Background: an optimization exercise with open tools, aiming at small area. Do not read the settings as production practice.
Only simulation tests tie the RTL to the original design; equivalence was not proved.
No activity file was given, so power comes from the tool's default toggle rates.

== job 101 ==
==> flow/design.v <==
`default_nettype none
package day08_pkg;
    localparam int DAY08_COORD_BIT_WIDTH = 32;
    localparam int DAY08_DIMENSIONS      = 3;
    typedef logic [DAY08_COORD_BIT_WIDTH-1:0] coord_t;
    typedef coord_t [0:DAY08_DIMENSIONS-1]    point_t;
endpackage
`default_nettype wire
`default_nettype none
module day08_point_store #(
    parameter int  DEPTH      = 10,
    parameter int  POINT_W    = 96,
    localparam int ROWS       = (DEPTH + 1) / 2,
    localparam int RW         = $clog2(ROWS)
) (
    input  logic               clk,
    input  logic [DEPTH-1:0]   wr_en,
    input  logic [POINT_W-1:0] wr_data,
    input  logic [RW-1:0]      rd_even_row,
    input  logic [RW-1:0]      rd_odd_row,
    output logic [POINT_W-1:0] rd_even,
    output logic [POINT_W-1:0] rd_odd
);
    logic [POINT_W-1:0] r_mem [0:DEPTH-1];
    for (genvar i = 0; i < DEPTH; i++) begin : g_ent
        always_ff @(posedge clk) begin
            if (wr_en[i]) r_mem[i] <= wr_data;
        end
    end
    always_comb begin
        rd_even = '0;
        rd_odd  = '0;
        for (int r = 0; r < ROWS; r++) begin
            rd_even = rd_even | ({POINT_W{rd_even_row == RW'(r)}} & r_mem[2*r]);
            if (2*r+1 < DEPTH)
                rd_odd = rd_odd | ({POINT_W{rd_odd_row == RW'(r)}} & r_mem[2*r+1]);
        end
    end
endmodule
`default_nettype wire
`default_nettype none
module day08_pair_scheduler
#(
    parameter int  MAX_NODE_COUNT  = 10,
    parameter int  COORD_BIT_WIDTH = day08_pkg::DAY08_COORD_BIT_WIDTH,
    parameter int  DIMENSIONS      = day08_pkg::DAY08_DIMENSIONS,
    parameter int  BATCH_SIZE      = 2,
    localparam int INDEX_BIT_WIDTH = $clog2(MAX_NODE_COUNT)
) (
    input  logic                                                       clk,
    input  logic                                                       rst_n,
    input  logic                                                       load_valid,
    output logic                                                       load_ready,
    input  logic [0:DIMENSIONS-1][COORD_BIT_WIDTH-1:0]                 load_coord,
    input  logic                                                       load_last,
    input  logic                                                       in_ready,
    output logic [0:BATCH_SIZE-1][0:DIMENSIONS-1][COORD_BIT_WIDTH-1:0] batch_coords,
    output logic [0:BATCH_SIZE-1][INDEX_BIT_WIDTH-1:0]                 batch_indices,
    output logic [BATCH_SIZE-1:0]                                      batch_valid,
    output logic                                                       batch_line_end,
    output logic                                                       batch_stream_end,
    output logic [INDEX_BIT_WIDTH:0]                                   node_count,
    output logic                                                       done
);
    localparam int PW  = DIMENSIONS * COORD_BIT_WIDTH;
    localparam int IW  = INDEX_BIT_WIDTH;
    localparam int CW  = INDEX_BIT_WIDTH + 1;
    localparam int RW  = $clog2((MAX_NODE_COUNT + 1) / 2);
    logic           r_load;
    logic           r_done;
    logic [CW-1:0]  r_node_count;
    logic [IW-1:0]  r_ref;
    logic [IW-1:0]  r_cur;
    logic           w_stream;
    logic           w_wr;
    logic           w_last_load;
    logic [MAX_NODE_COUNT-1:0] w_wr_en;
    logic [CW-1:0]  w_cur1;
    logic [CW-1:0]  w_cur2;
    logic [CW-1:0]  w_ref2;
    logic           w_valid1;
    logic           w_line_end;
    logic           w_stream_end;
    logic           w_accept;
    logic [RW-1:0]  w_even_row;
    logic [RW-1:0]  w_odd_row;
    logic [PW-1:0]  w_even;
    logic [PW-1:0]  w_odd;
    assign w_stream     = !r_load && !r_done;
    assign w_wr         = r_load && load_valid;
    assign w_last_load  = w_wr && (load_last || (r_node_count == CW'(MAX_NODE_COUNT - 1)));
    assign w_cur1       = {1'b0, r_cur} + CW'(1);
    assign w_cur2       = {1'b0, r_cur} + CW'(2);
    assign w_ref2       = {1'b0, r_ref} + CW'(2);
    assign w_valid1     = (w_cur1 < r_node_count);
    assign w_line_end   = (w_cur2 >= r_node_count);
    assign w_stream_end = w_line_end && (w_ref2 >= r_node_count);
    assign w_accept     = w_stream && in_ready;
    for (genvar i = 0; i < MAX_NODE_COUNT; i++) begin : g_we
        assign w_wr_en[i] = w_wr && (r_node_count[IW-1:0] == IW'(i));
    end
    always_ff @(posedge clk or negedge rst_n) begin
        if (!rst_n) begin
            r_load       <= 1'b1;
            r_done       <= 1'b0;
            r_node_count <= '0;
        end else begin
            if (w_wr) begin
                r_node_count <= r_node_count + CW'(1);
            end
            if (w_last_load) begin
                r_load <= 1'b0;
            end
            if (w_accept && w_stream_end) begin
                r_done <= 1'b1;
            end
        end
    end
    always_ff @(posedge clk) begin
        if (w_last_load) begin
            r_ref <= '0;
            r_cur <= '0;
        end else if (w_accept) begin
            if (w_line_end) begin
                r_ref <= r_ref + IW'(1);
                r_cur <= r_ref + IW'(1);
            end else begin
                r_cur <= r_cur + IW'(2);
            end
        end
    end
    assign w_even_row = RW'(w_cur1[CW-1:1]);
    assign w_odd_row  = RW'(r_cur[IW-1:1]);
    day08_point_store #(
        .DEPTH   (MAX_NODE_COUNT),
        .POINT_W (PW)
    ) u_store (
        .clk         (clk),
        .wr_en       (w_wr_en),
        .wr_data     (load_coord),
        .rd_even_row (w_even_row),
        .rd_odd_row  (w_odd_row),
        .rd_even     (w_even),
        .rd_odd      (w_odd)
    );
    assign batch_coords[0]  = r_cur[0] ? w_odd : w_even;
    assign batch_coords[1]  = r_cur[0] ? w_even : w_odd;
    assign batch_indices[0] = r_cur;
    assign batch_indices[1] = w_cur1[IW-1:0];
    assign batch_valid      = {w_stream && w_valid1, w_stream};
    assign batch_line_end   = w_stream && w_line_end;
    assign batch_stream_end = w_stream && w_stream_end;
    assign load_ready       = r_load;
    assign done             = r_done;
    assign node_count       = r_node_count;
endmodule
`default_nettype wire
export LEC_CHECK = 0
export CAP_MARGIN = 20
export CORE_MARGIN = 2
export CORE_UTILIZATION = 35
export SLEW_MARGIN = 20
create_clock -name core_clock -period 5.5 [get_ports {clk}]
run.sh (not shown) runs the stock make flow with config.mk's settings and CLKGATE_MAP_FILE= SYNTH_SCRIPT=/design/flow/synth_recipe.tcl, a recipe that flattens the netlist after the stock synthesis.
Modified inputs, job 102 compared to job 101
-- flow/design.v --
<<< job 101, line 11
    parameter int  DEPTH      = 10,
    parameter int  POINT_W    = 96,
    localparam int ROWS       = (DEPTH + 1) / 2,
    localparam int RW         = $clog2(ROWS)
) (
    input  logic               clk,
    input  logic [DEPTH-1:0]   wr_en,
    input  logic [POINT_W-1:0] wr_data,
    input  logic [RW-1:0]      rd_even_row,
    input  logic [RW-1:0]      rd_odd_row,
    output logic [POINT_W-1:0] rd_even,
    output logic [POINT_W-1:0] rd_odd
>>> job 102, line 11
    parameter int  DEPTH      = 10,
    parameter int  POINT_W    = 96,
    localparam int ROWS       = (DEPTH + 1) / 2
) (
    input  logic               clk,
    input  logic [DEPTH-1:0]   wr_en,
    input  logic [POINT_W-1:0] wr_data,
    input  logic [ROWS-1:0]    rd_even_sel,
    input  logic [ROWS-1:0]    rd_odd_sel,
    output logic [POINT_W-1:0] rd_even,
    output logic [POINT_W-1:0] rd_odd
<<< job 101, line 32
        rd_odd  = '0;
        for (int r = 0; r < ROWS; r++) begin
            rd_even = rd_even | ({POINT_W{rd_even_row == RW'(r)}} & r_mem[2*r]);
            if (2*r+1 < DEPTH)
                rd_odd = rd_odd | ({POINT_W{rd_odd_row == RW'(r)}} & r_mem[2*r+1]);
        end
    end
>>> job 102, line 31
        rd_odd  = '0;
        for (int r = 0; r < ROWS; r++) begin
            rd_even = rd_even | ({POINT_W{rd_even_sel[r]}} & r_mem[2*r]);
            if (2*r+1 < DEPTH)
                rd_odd = rd_odd | ({POINT_W{rd_odd_sel[r]}} & r_mem[2*r+1]);
        end
    end
<<< job 101, line 66
    localparam int IW  = INDEX_BIT_WIDTH;
    localparam int CW  = INDEX_BIT_WIDTH + 1;
    localparam int RW  = $clog2((MAX_NODE_COUNT + 1) / 2);
    logic           r_load;
    logic           r_done;
>>> job 102, line 65
    localparam int IW  = INDEX_BIT_WIDTH;
    localparam int CW  = INDEX_BIT_WIDTH + 1;
    localparam int ROWS = (MAX_NODE_COUNT + 1) / 2;
    logic           r_load;
    logic           r_done;
<<< job 101, line 83
    logic           w_stream_end;
    logic           w_accept;
    logic [RW-1:0]  w_even_row;
    logic [RW-1:0]  w_odd_row;
    logic [PW-1:0]  w_even;
    logic [PW-1:0]  w_odd;
>>> job 102, line 82
    logic           w_stream_end;
    logic           w_accept;
    logic [ROWS-1:0] r_even_sel;
    logic [ROWS-1:0] r_odd_sel;
    logic [ROWS-1:0] w_ref1_even_sel;
    logic [ROWS-1:0] w_ref1_odd_sel;
    logic [IW-1:0]   w_ref1;
    logic [PW-1:0]  w_even;
    logic [PW-1:0]  w_odd;
<<< job 101, line 130
        end
    end
    assign w_even_row = RW'(w_cur1[CW-1:1]);
    assign w_odd_row  = RW'(r_cur[IW-1:1]);
    day08_point_store #(
        .DEPTH   (MAX_NODE_COUNT),
>>> job 102, line 132
        end
    end
    assign w_ref1 = r_ref + IW'(1);
    for (genvar r = 0; r < ROWS; r++) begin : g_sel
        assign w_ref1_even_sel[r] = ((w_ref1 + IW'(1)) >> 1) == IW'(r);
        assign w_ref1_odd_sel[r]  = (w_ref1 >> 1) == IW'(r);
    end
    always_ff @(posedge clk) begin
        if (w_last_load) begin
            r_even_sel <= ROWS'(1);
            r_odd_sel  <= ROWS'(1);
        end else if (w_accept) begin
            if (w_line_end) begin
                r_even_sel <= w_ref1_even_sel;
                r_odd_sel  <= w_ref1_odd_sel;
            end else begin
                r_even_sel <= r_even_sel << 1;
                r_odd_sel  <= r_odd_sel << 1;
            end
        end
    end
    day08_point_store #(
        .DEPTH   (MAX_NODE_COUNT),
<<< job 101, line 139
        .wr_en       (w_wr_en),
        .wr_data     (load_coord),
        .rd_even_row (w_even_row),
        .rd_odd_row  (w_odd_row),
        .rd_even     (w_even),
        .rd_odd      (w_odd)
>>> job 102, line 158
        .wr_en       (w_wr_en),
        .wr_data     (load_coord),
        .rd_even_sel (r_even_sel),
        .rd_odd_sel  (r_odd_sel),
        .rd_even     (w_even),
        .rd_odd      (w_odd)
Results
In job 102, cell area is lower than in job 101. Lower wire length goes to job 102 over job 101. Between job 101 and job 102, the flow reports power density over the cells decreasing by more than 10%. Total clock sinks on job 102 is up relative to job 101. In the flow results for job 102 and job 101, the non-clock buffer total of the final layout is smaller on job 102. Relative to job 101, routing usage on met3 has decreased by 0.49 points in job 102. Diff job 101 -> job 102: iteration count of the initial detailed-routing pass has increased, highest achievable clock rate has increased, layout cell share with drive strength beyond 1 has decreased.

-- separate check: timing with driven ports --
No port has a modelled driver above. Below, the same layouts with a new extraction and two added sets of constraints.
Step 1: set_driving_cell puts a clkbuf_16 on clk and a buf_2 on each other input, an assumption about the parent block.
Step 2 times the ports against the registers' clock, not the clock port: input delays grow and output delays shrink by t, the midpoint of the rising clock arrivals with the driver on.
Slacks: ideal ports / drivers / drivers and shift; pairs: ideal ports / drivers.
| run | shift t [ns] | setup WS [ns] | worst setup path at the end | latest minus earliest clock arrival (ns) | pins driven straight from the clock port |
|---|---|---|---|---|---|
| job 101 | 0.724 | 0.315 / 0.251 / 0.976 | register to output | 0.029 / 0.029 | 1 |
| job 102 | 0.730 | 0.756 / 0.692 / 1.422 | register to output | 0.036 / 0.036 | 1 |
After both steps every run listed still meets setup and hold.
